Context: an optimization exercise on an open-source flow, tuned for small area, a short achievable clock period and few clock cycles. The choices shown serve that exercise and are no tape-out recipe.
Function was checked by simulation only, so behaviour that the tests miss may differ from the original.
Power figures rest on the tool's default switching activity, not on a simulated workload.

build 98:
==> flow/design.v (excerpt) <==
module core_top
(
	input  wire     clk,
	input  wire     i_rst_n,
	output core_pkg::word_t   o_i_addr,
	input  core_pkg::word_t   i_i_inst,
	output logic    o_d_we,
	output core_pkg::word_t   o_d_addr,
	output core_pkg::word_t   o_d_wdata,
	input  core_pkg::word_t   i_d_rdata,
	output core_pkg::status_t o_status,
	output logic    o_status_valid
);
	logic [31:0] pc_f;           
	logic        started;        
	logic        halted;
	logic        halt_eof;       
	logic        st_v;           
	logic [1:0]  st;
	logic        e_valid;
	logic [31:0] e_a;            
	logic [31:0] e_b;            
	logic        e_ci;           
	logic [31:0] e_x;            
	logic        e_tgt_bad;      
	logic [7:0]  e_eqg;          
	logic [4:0]  e_rd;
	logic        e_wr;
	logic        e_rtype;
	logic        e_ovf_chk;      
	logic        e_mem;          
	logic        e_sum, e_and, e_or, e_xor, e_slt, e_lw, e_sw, e_br, e_bne;
	logic [31:0] sum, result, wdata;
  ...
==> flow/config.mk <==
export PLATFORM = sky130hd
export DESIGN_NAME = core_top
export DESIGN_NICKNAME = core_top
export VERILOG_FILES = /design/flow/design.v
export SDC_FILE = /design/flow/constraint.sdc
export NUM_CORES = 4
export LEC_CHECK = 0
export CAP_MARGIN = 20
export CELL_PAD_IN_SITES_DETAIL_PLACEMENT = 1
export CELL_PAD_IN_SITES_GLOBAL_PLACEMENT = 1
export CORE_MARGIN = 2
export CORE_UTILIZATION = 45
export PLACE_DENSITY = 0.55
export SLEW_MARGIN = 20
==> flow/constraint.sdc <==
create_clock -name core_clock -period 12.0 [get_ports {clk}]
set_input_delay 2.4000 -clock core_clock [delete_from_list [all_inputs] [get_ports {clk}]]
set_output_delay 2.4000 -clock core_clock [all_outputs]
set_load 0.01 [all_outputs]
standard.sh (not shown) runs the stock make flow with config.mk's settings and CLKGATE_MAP_FILE= SYNTH_SCRIPT=/design/flow/synth_recipe.tcl, a recipe that flattens the netlist after the stock synthesis.
==> flow/flow/run.sh <==
#!/bin/bash
# Own flow: the standard layout (standard.sh, unchanged synthesis) with a
# larger setup margin for the resizer's timing repair, so that repair works
# towards a shorter period than the design's clock, and ports buffered with
# a plain buffer cell. The clock, the SDC and every other setting are the standard flow's.
# make's output goes to standard.log here; ORFS keeps each step's log under
# orfs/logs.
set -euo pipefail
cd "$(dirname "$0")/.."
export SETUP_SLACK_MARGIN="$(cat flow/margin.txt)"
export BUFFER_PORTS_ARGS="-buffer_cell sky130_fd_sc_hd__buf_2"
bash standard.sh > standard.log 2>&1
==> flow/flow/margin.txt <==
6.8
Testbench counts of build 98, summed over its fixed seeds: cycles 18,611.
The inputs of build 65 differ from those of build 98 as listed below.
Settings: CTS_BUF_LIST: unset -> sky130_fd_sc_hd__clkbuf_8; PLACE_DENSITY: 0.55 -> 0.5; CORE_UTILIZATION: 45 -> 30.
==> flow/flow/margin.txt <==
7.5
==> results.txt <==
Relative to build 98, global-route wire length before repair has gone up in build 65. Summary of build 65 over build 98: cell area now larger, synthesized cell count comparable, via total after detailed routing comparable, fraction of layout instances using a drive strength above 1 now larger. In the reports for build 98 and build 65, the larger slack of the critical path belongs to build 98. Diff build 98 -> build 65: area added between synthesis and finish saw an increase; worst max-slew margin expressed relative to the limit saw a decrease; clock group share of total power saw a decrease.
For build 48, these inputs were changed with respect to build 65:
Settings: putting CTS_CLUSTER_DIAMETER at 80 where nothing was set; clearing CTS_BUF_LIST, which used to be sky130_fd_sc_hd__clkbuf_8; putting CTS_CLUSTER_SIZE at 20 where nothing was set; swapping 0.5 for 0.65 in PLACE_DENSITY; swapping 30 for 55 in CORE_UTILIZATION.
==> flow/flow/margin.txt <==
7.0
--- outcome ---
Diff build 65..build 48 | worst path required time | negligible
Summary of the comparison: wire length the detailed router placed on met1 is lower in build 48, relative to build 65.
Changes observed in build 48 relative to build 65: number of filler instances in the final layout moved down, via-per-instance ratio moved up.
In terms of sequential power, build 48 and build 65 differ only marginally.
Compared with build 65, build 48 shows a lower post-route clock period utilization.
Here is what was changed in the inputs of build 38 compared with build 48.
Settings: changing CORE_UTILIZATION from 55 to 45; changing PLACE_DENSITY from 0.65 to 0.55.
==> flow/flow/margin.txt <==
6.6
Notes after the runs:
Build 48: full flow OK, the timing, design-rule and antenna checks passed
Build 38 was carried through to the last stage, and its layout satisfied the timing, design-rule and antenna checks.
Build 38 does better than build 48 on via count.
Re pin slew with the least headroom to its limit: build 48 and build 38 aren't equal, and the higher value belongs to build 38.
Power: build 38 draws more than build 48
Power share of the clock group sits higher in build 38 than in build 48.
What build 57 does differently from build 38 at the input level:
Settings: CORE_UTILIZATION now 50, was 45; PLACE_DENSITY now 0.6, was 0.55.
==> flow/flow/margin.txt <==
6.9
[summary]
- Compared with build 38, build 57 shows first-pass GRT wire length lower by 3.1%.
- Diff build 38 -> build 57: total power went down; non-clock buffer count increased about 5.4%; detailed-routing wirelength on met1 moved down; ratio of cells with drive above 1 in the final layout now sits higher.
- Relative to build 38, the global routing usage summed across all routing layers of build 57 is higher by 3.5 points.
- Number of filler cells placed in the layout (build 57 over build 38): decrease, 11%
- Compared with build 38, build 57 shows a logic gate share of total power that is 0.4 points higher.
- Between build 38 and build 57, the difference in final design instance area without fill is negligible.

static timing again, ports no longer ideal:
No port has a modelled driver above. Below, the same layouts with a new extraction and two added sets of constraints. Step 1: set_driving_cell puts a clkbuf_16 on clk and a buf_2 on each other input, an assumption about the parent block. Step 2 times the ports against the registers' clock, not the clock port: input delays grow and output delays shrink by t, the midpoint of the rising clock arrivals with the driver on. Slacks: no drivers / after step 1 / after step 2; pairs: no drivers / after step 1.
run	shift t [ns]	slack for setup (ns)	worst register clock-pin slew, ns
build 98	0.869	6.617 / 6.531 / 5.861	0.07 / 0.07
build 65	1.096	6.247 / 6.159 / 6.355	0.08 / 0.08
build 48	0.777	6.616 / 6.538 / 6.058	0.10 / 0.10
build 38	0.798	6.463 / 6.378 / 5.741	0.09 / 0.09
build 57	0.803	6.724 / 6.641 / 5.922	0.09 / 0.09
After both steps every run listed still meets setup and hold. For build 57, which loses most, drivers alone change the setup slack by -0.083 ns; drivers and shift together by -0.802 ns.
